Background: an optimization exercise with open tools, aiming at small area, a short achievable clock period and few clock cycles. Do not read the settings as production practice. The RTL was checked by simulation tests, not by an equivalence proof against the original design.

==> trial 54: inputs <==
## line_follower_turn_sequencer
module line_follower_turn_sequencer
(
	input  wire                clk,
	input  wire                arst_n,
	input  wire                in_valid,
	output wire                in_ready,
	input  wire                in_ir_outer_left,
	input  wire                in_ir_inner_left,
	input  wire                in_ir_middle,
	input  wire                in_ir_inner_right,
	input  wire                in_ir_outer_right,
	input  wire                in_ir_park,
	input  wire signed [15:0]  in_yaw_rate,
	input  wire [31:0]         in_time_us,
	output wire                out_valid,
	input  wire                out_ready,
	output wire signed [7:0]   out_left_power,
	output wire signed [7:0]   out_right_power,
	output wire [2:0]          out_next_mode,
	input  wire                cfg_valid,
	output wire                cfg_ready,
	input  wire [1:0]          cfg_reg_index,
	input  wire [19:0]         cfg_wdata
);
Settings: LEC_CHECK=0, CAP_MARGIN=20, CORE_MARGIN=2, CORE_UTILIZATION=60, SETUP_SLACK_MARGIN=4.7, SLEW_MARGIN=20; clock period 8.0 ns.
run.sh (not shown) runs the stock make flow with config.mk's settings and CLKGATE_MAP_FILE= SYNTH_SCRIPT=/design/flow/synth_recipe.tcl, a recipe that flattens the netlist after the stock synthesis.
==> inputs of trial 3, as changes to trial 54 <==
--- a/flow/design.v
+++ b/flow/design.v
@@ -370,33 +370,34 @@
 			in_ready_q <= 1'b1;
 		end else begin
 			occ_q      <= occ_nx;
 			in_ready_q <= occ_nx < 4'(CAP) && !wr_angle;
 		end
 	end
 	logic        v1, v2, v3, v4, v5;
 	logic        cm1, cm2, cm3, cm4;    
+	logic        ci1, ci2, ci3, ci4;    
 	logic [5:0]  ir1, ir2, ir3, ir4;
 	logic [31:0] t1;
 	logic        int2, int3, int4;
 	always_ff @(posedge clk or negedge arst_n) begin
 		if (!arst_n) begin
 			v1 <= 1'b0; v2 <= 1'b0; v3 <= 1'b0; v4 <= 1'b0; v5 <= 1'b0;
 			cm1 <= 1'b0; cm2 <= 1'b0; cm3 <= 1'b0; cm4 <= 1'b0;
 		end else begin
 			v1 <= accept; v2 <= v1; v3 <= v2; v4 <= v3; v5 <= v4;
 			cm1 <= wr_angle; cm2 <= cm1; cm3 <= cm2; cm4 <= cm3;
 		end
 	end
 	always_ff @(posedge clk) begin
-		ir1 <= wr_angle ? {5'd0, cfg_reg_index[0]}
-			: {in_ir_outer_left, in_ir_inner_left, in_ir_middle,
-			   in_ir_inner_right, in_ir_outer_right, in_ir_park};
+		ir1 <= {in_ir_outer_left, in_ir_inner_left, in_ir_middle,
+			in_ir_inner_right, in_ir_outer_right, in_ir_park};
 		t1  <= in_time_us;
+		ci1 <= cfg_reg_index[0]; ci2 <= ci1; ci3 <= ci2; ci4 <= ci3;
 	end
 	logic        pend_q;
 	logic [31:0] last_q;
 	logic        lo_ge, lo_due, hi_ne0, hi_ne1, due;
 	logic [21:0] xu, xv, xs;
 	logic        x_co, lo_co;
 	logic [19:0] lo_s;
 	logic [11:0] dh;
@@ -481,65 +482,69 @@
 	end
 	always_ff @(posedge clk) begin
 		ra_q   <= ra;
 		rb_q   <= rb;
 		r_q    <= bsum;
 		lo10_q <= r_q[9:0];
 	end
 	logic [2:0]         mode_q;
-	logic signed [40:0] head_q;    
+	logic signed [39:0] head_q;
 	logic               ft_q, fb_q;
 	logic               ct, cb;
-	logic [2:0]         next_m;
-	logic               clr_m;
+	logic [2:0]         next_d, next_f;
+	logic               clr_d, clr_f;
 	logic [35:0]        step;
 	logic [40:0]        hsum;
-	logic [40:0]        hsat;
+	logic [39:0]        hsat;
 	logic               h_co;
-	assign ct = !head_q[40] && (head_q[39:10] >= {7'd0, thr_t_q});
-	assign cb = !head_q[40] && (head_q[39:10] >= {7'd0, thr_b_q});
-	lfts_mode_fsm u_fsm (
-		.mode_i (mode_q), .ir_i (ir4),
-		.turn_done_i (int4 ? ft_q : ct), .back_done_i (int4 ? fb_q : cb),
-		.next_o (next_m), .clr_o (clr_m)
+	assign ct = !head_q[39] && (head_q[38:10] >= {6'd0, thr_t_q});
+	assign cb = !head_q[39] && (head_q[38:10] >= {6'd0, thr_b_q});
+	lfts_mode_fsm u_fsm_d (
+		.mode_i (mode_q), .ir_i (ir4), .turn_done_i (ct), .back_done_i (cb),
+		.next_o (next_d), .clr_o (clr_d)
+	);
+	lfts_mode_fsm u_fsm_f (
+		.mode_i (mode_q), .ir_i (ir4), .turn_done_i (ft_q), .back_done_i (fb_q),
+		.next_o (next_f), .clr_o (clr_f)
 	);
 	assign step = {r_q, lo10_q};
 	lfts_add #(.W(41)) u_h (
-		.a ({head_q[39], head_q[39:0]}), .b ({{5{step[35]}}, step}), .ci (1'b0),
+		.a ({head_q[39], head_q}), .b ({{5{step[35]}}, step}), .ci (1'b0),
 		.s (hsum), .co (h_co)
 	);
 	always_comb begin
-		if (head_q[40] != head_q[39]) hsat = head_q[40] ? {2'b11, 39'd0} : {2'b00, {39{1'b1}}};
-		else                          hsat = head_q;
+		if (hsum[40] != hsum[39]) hsat = hsum[40] ? {1'b1, 39'd0} : {1'b0, {39{1'b1}}};
+		else                      hsat = hsum[39:0];
 	end
 	always_ff @(posedge clk or negedge arst_n) begin
 		if (!arst_n) begin
 			mode_q  <= lfts_pkg::MODE_FWD;
 			head_q  <= '0;
 			ft_q    <= 1'b0;
 			fb_q    <= 1'b0;
 			thr_t_q <= 23'(lfts_pkg::TURN_ANGLE_RST) * DEG_UNIT;
 			thr_b_q <= 23'(lfts_pkg::TURNAROUND_ANGLE_RST) * DEG_UNIT;
 		end else begin
 			ft_q <= ct;
 			fb_q <= cb;
-			if (cm4 && !ir4[0]) thr_t_q <= step[22:0];
-			if (cm4 &&  ir4[0]) thr_b_q <= step[22:0];
-			if (v4 && int4) begin
-				mode_q <= next_m;
-				head_q <= clr_m ? {{5{step[35]}}, step} : hsum;
-			end else if (v4 && clr_m) begin
-				mode_q <= next_m;
-				head_q <= '0;
-				ft_q   <= thr_t_q == 23'd0;
-				fb_q   <= thr_b_q == 23'd0;
-			end else begin
-				if (v4) mode_q <= next_m;
-				head_q <= hsat;
+			if (cm4 && !ci4) thr_t_q <= step[22:0];
+			if (cm4 &&  ci4) thr_b_q <= step[22:0];
+			if (v4) begin
+				if (int4) begin
+					mode_q <= next_f;
+					head_q <= clr_f ? {{4{step[35]}}, step} : hsat;
+				end else begin
+					mode_q <= next_d;
+					if (clr_d) begin
+						head_q <= '0;
+						ft_q   <= thr_t_q == 23'd0;
+						fb_q   <= thr_b_q == 23'd0;
+					end
+				end
 			end
 		end
 	end
 	logic [2:0]    q_mem [QD];
 	logic [QA-1:0] q_wp, q_rp;
 	logic [QA:0]   q_cnt;
 	logic [2:0]    out_next_q;
 	logic [7:0]    out_l_q, out_r_q;
@@ -578,17 +583,17 @@
 			end
 			if (q_wr) q_wp <= (q_wp == QA'(QD - 1)) ? '0 : q_wp + 1'b1;
 			if (load && from_q) q_rp <= (q_rp == QA'(QD - 1)) ? '0 : q_rp + 1'b1;
 			if (q_wr && !(load && from_q)) q_cnt <= q_cnt + 1'b1;
 			else if (!q_wr && load && from_q) q_cnt <= q_cnt - 1'b1;
 		end
 	end
 	always_ff @(posedge clk) begin
-		if (v5) q_mem[q_wp] <= mode_q;    
+		if (q_wr) q_mem[q_wp] <= mode_q;
 		if (load && (from_q || v5)) begin
 			out_l_q <= dec_l;
 			out_r_q <= dec_r;
 		end
 	end
 	assign out_valid       = out_valid_q;
 	assign out_left_power  = out_l_q;
 	assign out_right_power = out_r_q;
Settings changed: CORE_UTILIZATION 60 to 40, SETUP_SLACK_MARGIN 4.7 to 5.
==> results.txt <==
Distinct cell type count of the synthesized netlist: trial 3 75; trial 54 76
Metal1 wirelength: trial 3 25200 um; trial 54 21100 um
Largest register FFs: trial 3 40; trial 54 41
Outcome: trial 3 finished clean; trial 54 finished clean
Diode insertion count for antenna repair: trial 3 0; trial 54 1
Final Skew: trial 3 0.01230 ns; trial 54 0.01138 ns
Total setup buffers inserted after CTS: trial 3 40; trial 54 9
Wire length of the first global-routing pass: trial 3 91020 um; trial 54 82120 um
Post-Route WL: trial 3 57080 um; trial 54 49680 um
Metal2 WL: trial 3 27070 um; trial 54 24200 um
Placement row count: trial 3 86; trial 54 70
Slowest stage cell, crit path: trial 3 dfrtp_2; trial 54 fa_1
Sequential share of cell area: trial 3 0.3281; trial 54 0.3560
Achievable frequency: trial 3 299.5 MHz; trial 54 307.8 MHz
Post-cts repair resize count: trial 3 144; trial 54 22
Testbench counts of trial 54, summed over its fixed seeds: cycles 35,495.
Testbench counts of trial 3, summed over its fixed seeds: cycles 35,495.

==> what the ideal ports hide <==
The flow's constraints put no driver on any port. The routed layouts listed below were extracted and timed again, unchanged, in two steps. Step 1: set_driving_cell puts a clkbuf_16 on clk and a buf_2 on each other input, an assumption about the parent block. Step 2 also shifts input and output timing later by t, the mid clock arrival at the registers, as if the neighbouring blocks saw the same clock. a / b / c = ideal ports / drivers / drivers and shift; a / b = the first two.
run | shift t [ns] | setup WS [ns] | worst setup path at the end | latest minus earliest clock arrival (ns)
trial 54 | 0.608 | 4.751 / 4.718 / 4.256 | input to register | 0.017 / 0.016
trial 3 | 0.630 | 4.661 / 4.661 / 4.497 | input to register | 0.014 / 0.014
After both steps every run listed still meets setup and hold. The setup slack of trial 54, which loses most, moves by -0.033 ns with the drivers and by -0.495 ns with both steps.
